This design comes from an exercise in tuning for small area and few clock cycles per item on the open sky130 flow, not from production work.
Where RTL was checked, it was by simulation tests only, not by an equivalence proof against the original.

run a:
// posture_deviation_dwell_detector_unit
module posture_deviation_dwell_detector_unit
(
    input  logic                               clk,
    input  logic                               rst_n,
    input  logic                               psel,
    input  logic                               penable,
    input  logic                               pwrite,
    input  logic [pdd_pkg::ADDR_W-1:0]         paddr,
    input  logic [pdd_pkg::WORD_W-1:0]         pwdata,
    output logic [pdd_pkg::WORD_W-1:0]         prdata,
    output logic                               pready,
    input  logic                               in_valid,
    output logic                               in_ready,
    input  logic [1:0]                         opcode,
    input  logic signed [pdd_pkg::PITCH_W-1:0] pitch_x10,
    input  logic [pdd_pkg::WORD_W-1:0]         now_ms,
    output logic                               out_valid,
    input  logic                               out_ready,
    output logic [1:0]                         posture,
    output logic signed [pdd_pkg::DEV_W-1:0]   deviation_x10,
    output logic [pdd_pkg::WORD_W-1:0]         session_count,
    output logic [pdd_pkg::WORD_W-1:0]         slouch_time_sec,
    output logic [pdd_pkg::DUR_W-1:0]          longest_session_sec,
    output logic [pdd_pkg::WORD_W-1:0]         since_upright_sec,
    output logic                               event_valid,
    output logic [pdd_pkg::WORD_W-1:0]         event_start_ms,
    output logic [pdd_pkg::DUR_W-1:0]          event_duration_sec,
    output logic [pdd_pkg::MAG_W-1:0]          event_peak_dev_x10
);
Size in the first run: roughly 290 flip-flops, about 320 I/O pins, about 20000 um^2 of cells after synthesis.
clock: 14.0 ns
lec_check: 0
abc_area: 1
cap_margin: 20
core_margin: 2
core_utilization: 40
cts_buf_list: sky130_fd_sc_hd__clkbuf_8
cts_cluster_diameter: 60
cts_cluster_size: 12
gpl_timing_driven: 0
slew_margin: 20
standard.sh (not shown) runs the stock make flow with config.mk's settings and CLKGATE_MAP_FILE= SYNTH_SCRIPT=/design/flow/synth_recipe.tcl, a recipe that flattens the netlist after the stock synthesis.
==> flow/flow/run.sh <==
#!/bin/bash
# The standard layout (standard.sh, unchanged synthesis), with the port
# buffers made as the smallest plain buffer, buf_1, through an ORFS variable.
# Each tool's output is in standard.log and in the ORFS logs under orfs/logs.
set -o pipefail
export BUFFER_PORTS_ARGS="-buffer_cell sky130_fd_sc_hd__buf_1"
bash standard.sh > standard.log 2>&1
Testbench counts of run a, summed over its fixed seeds: cycles 24,070, items 24,000.
## Diff of input files: run b against run a
--- a/flow/design.v
+++ b/flow/design.v
@@ -1,23 +1,23 @@
 package pdd_pkg;
     localparam int CFG_W      = 6;
     localparam int PITCH_W    = 11;
     localparam int DEV_W      = 12;
     localparam int MAG_W      = 11;
     localparam int DWELL_W    = 16;
     localparam int CNT_W      = 6;
     localparam int WORD_W     = 32;
     localparam int DUR_W      = 23;
     localparam int ADDR_W     = 5;
     localparam int IDX_W      = 3;
-    localparam int DIV_BLK    = 8;
+    localparam int DIV_BLK    = 9;
     localparam logic [CFG_W-1:0]   CFG_MIN       = 6'd1;
     localparam logic [CFG_W-1:0]   CFG_MAX       = 6'd60;
     localparam logic [CFG_W-1:0]   THRESHOLD_RST = 6'd15;
     localparam logic [CFG_W-1:0]   SUSTAIN_RST   = 6'd5;
     localparam logic [CFG_W-1:0]   RECOVER_RST   = 6'd5;
     localparam logic [CNT_W-1:0]   CNT_MAX       = 6'd63;
     typedef enum logic [1:0] {
         POSTURE_UNKNOWN = 2'd0,
         POSTURE_UPRIGHT = 2'd1,
         POSTURE_SLOUCH  = 2'd2
     } posture_t;
@@ -165,23 +165,22 @@
     output logic [pdd_pkg::WORD_W-1:0]         session_count,
     output logic [pdd_pkg::WORD_W-1:0]         slouch_time_sec,
     output logic [pdd_pkg::DUR_W-1:0]          longest_session_sec,
     output logic [pdd_pkg::WORD_W-1:0]         since_upright_sec,
     output logic                               event_valid,
     output logic [pdd_pkg::WORD_W-1:0]         event_start_ms,
     output logic [pdd_pkg::DUR_W-1:0]          event_duration_sec,
     output logic [pdd_pkg::MAG_W-1:0]          event_peak_dev_x10
 );
     localparam int BLK = pdd_pkg::DIV_BLK;
     localparam int SHW = 3 * BLK;
-    localparam int HIW = pdd_pkg::DUR_W - BLK;
     logic                               out_valid_reg;
     logic [1:0]                         posture_reg;
     logic signed [pdd_pkg::PITCH_W-1:0] baseline_reg;
     logic                               calibrated_reg;
     logic [pdd_pkg::CNT_W-1:0]          dwell_reg;
     logic                               dwell_above_reg;
     logic [pdd_pkg::WORD_W-1:0]         start_n_reg;
     logic [pdd_pkg::MAG_W-1:0]          peak_n_reg;
     logic [pdd_pkg::WORD_W-1:0]         sessions_reg;
     logic [pdd_pkg::WORD_W-1:0]         slouch_reg;
     logic [pdd_pkg::DUR_W-1:0]          longest_reg;
@@ -242,52 +241,52 @@
                    && (!in_slouch || (below_inc >= cfg.recover_sec));
     assign sustain_ms  = {cfg.slouch_delay, 10'd0} - {5'd0, cfg.slouch_delay, 5'd0}
                          + {7'd0, cfg.slouch_delay, 3'd0};
     assign diff_c      = {now_ms, 1'b1} + {start_n_reg, 1'b1};
     assign diff        = diff_c[pdd_pkg::WORD_W:1];
     assign tick_acc    = accept && is_tick;
     assign seconds_inc = {1'b0, seconds_reg} + {32'd0, tick_acc};
     assign since_inc   = {1'b0, since_reg} + {32'd0, tick_acc};
     assign clear_acc   = accept && is_clear;
     assign slouch_add  = (accept && enter) ? cfg.slouch_delay
                          : {5'd0, tick_acc && calibrated_reg && in_slouch && !leave};
-    assign short_dur = diff[31:3] < 29'(125 << BLK);
+    assign short_dur = diff[31:3] < 29'd64000;
     always_comb
     begin
         logic [7:0] s;
         rem_blk = dq_rem_reg;
         for (int i = BLK - 1; i >= 0; i--)
         begin
             s        = pdd_pkg::div125_step(rem_blk, dq_sh_reg[2 * BLK + i]);
             q_blk[i] = s[7];
             rem_blk  = s[6:0];
         end
     end
-    assign hi_gt = dq_sh_reg[HIW-1:0] > longest_reg[pdd_pkg::DUR_W-1:BLK];
-    assign hi_eq = dq_sh_reg[HIW-1:0] == longest_reg[pdd_pkg::DUR_W-1:BLK];
+    assign hi_gt = dq_sh_reg[2*BLK-5:0] > longest_reg[pdd_pkg::DUR_W-1:BLK];
+    assign hi_eq = dq_sh_reg[2*BLK-5:0] == longest_reg[pdd_pkg::DUR_W-1:BLK];
     always_comb
     begin
         logic qbig, eq, qb, lb;
         qbig = ev_reg && hi_gt;
         eq   = ev_reg && hi_eq;
         for (int i = BLK - 1; i >= 0; i--)
         begin
             qb            = q_blk[i];
             lb            = longest_reg[i];
             longest_lo[i] = qbig ? qb : (eq ? (qb || lb) : lb);
             qbig          = qbig || (eq && qb && !lb);
             eq            = eq && (qb == lb);
         end
     end
-    assign dur         = {dq_sh_reg[HIW-1:0], q_blk};
-    assign longest_cur = {(ev_reg && hi_gt) ? dq_sh_reg[HIW-1:0]
+    assign dur         = {dq_sh_reg[2*BLK-5:0], q_blk};
+    assign longest_cur = {(ev_reg && hi_gt) ? dq_sh_reg[2*BLK-5:0]
                                             : longest_reg[pdd_pkg::DUR_W-1:BLK],
                           longest_lo};
     always_ff @(posedge clk or negedge rst_n)
     begin
         if (!rst_n)
         begin
             out_valid_reg <= 1'b0;
             busy_reg      <= 2'd0;
         end
         else if (busy_reg != 2'd0)
         begin
@@ -422,29 +421,29 @@
                 peak_n_reg  <= '1;
             end
         end
     end
     always_ff @(posedge clk)
     begin
         if (accept)
         begin
             dev_reg <= is_cal ? '0 : dev;
             if (leave && short_dur)
             begin
-                dq_rem_reg <= diff[3 + BLK +: 7];
-                dq_sh_reg  <= {diff[3 +: BLK], {(2 * BLK){1'b0}}};
+                dq_rem_reg <= diff[18:12];
+                dq_sh_reg  <= {diff[11:3], {(2 * BLK){1'b0}}};
             end
             else if (leave)
             begin
-                dq_rem_reg <= 7'(diff[31:3 + SHW]);
-                dq_sh_reg  <= diff[3 +: SHW];
+                dq_rem_reg <= {5'd0, diff[31:30]};
+                dq_sh_reg  <= diff[29:3];
             end
             else
             begin
                 dq_rem_reg <= '0;
                 dq_sh_reg  <= '0;
             end
         end
         else if (busy_reg != 2'd0)
         begin
             dq_rem_reg <= rem_blk;
             dq_sh_reg  <= {dq_sh_reg[2*BLK-1:0], q_blk};
==> notes.md <==
Run b | status: complete | timing, DRC, antenna: pass. A cell type of the slowest stage on the worst timing path of nor4_1 is what run a shows, while edfxtp_1 belongs to run b. Against run a, run b reports a clock buffer and inverter area fraction after layout that is lower. Average size of a mapped cell: run b lower than run a. Going from run a to run b, cell count rose by 2.0%, highest attainable clock frequency moved down, post-route cell area picked up an extra about 1.2%, die height grew by about 0.9%. Changes observed in run b relative to run a: slew at the pin closest to its max-slew limit increased 0.040 ns; hold slack essentially unchanged. Looking at number of global-route vias before repair across run b and run a, the one that comes out lower is run a. Global-route usage: run b vs run a up 0.55 points. As far as depth of the CTS H-tree goes, run a and run b are indistinguishable; the numbers are identical.
Function not checked in run b: the RTL went through the layout flow alone.

## separate check: timing with driven ports
No port has a modelled driver above. Below, the same layouts with a new extraction and two added sets of constraints. Step 1: set_driving_cell puts a clkbuf_16 on clk and a buf_2 on each other input, an assumption about the parent block. Step 2 also shifts input and output timing later by t, the mid clock arrival at the registers, as if the neighbouring blocks saw the same clock. Slacks: ideal ports / drivers / drivers and shift; pairs: ideal ports / drivers.
run | t, ns | slack for setup (ns) | clock arrival spread, ns
run a | 0.655 | 2.656 / 2.688 / 2.033 | 0.044 / 0.044
run b | 0.616 | 1.994 / 1.940 / 2.556 | 0.036 / 0.036
After both steps setup and hold are still met in every run listed. For run a, which loses most, drivers alone change the setup slack by +0.032 ns; drivers and shift together by -0.623 ns.
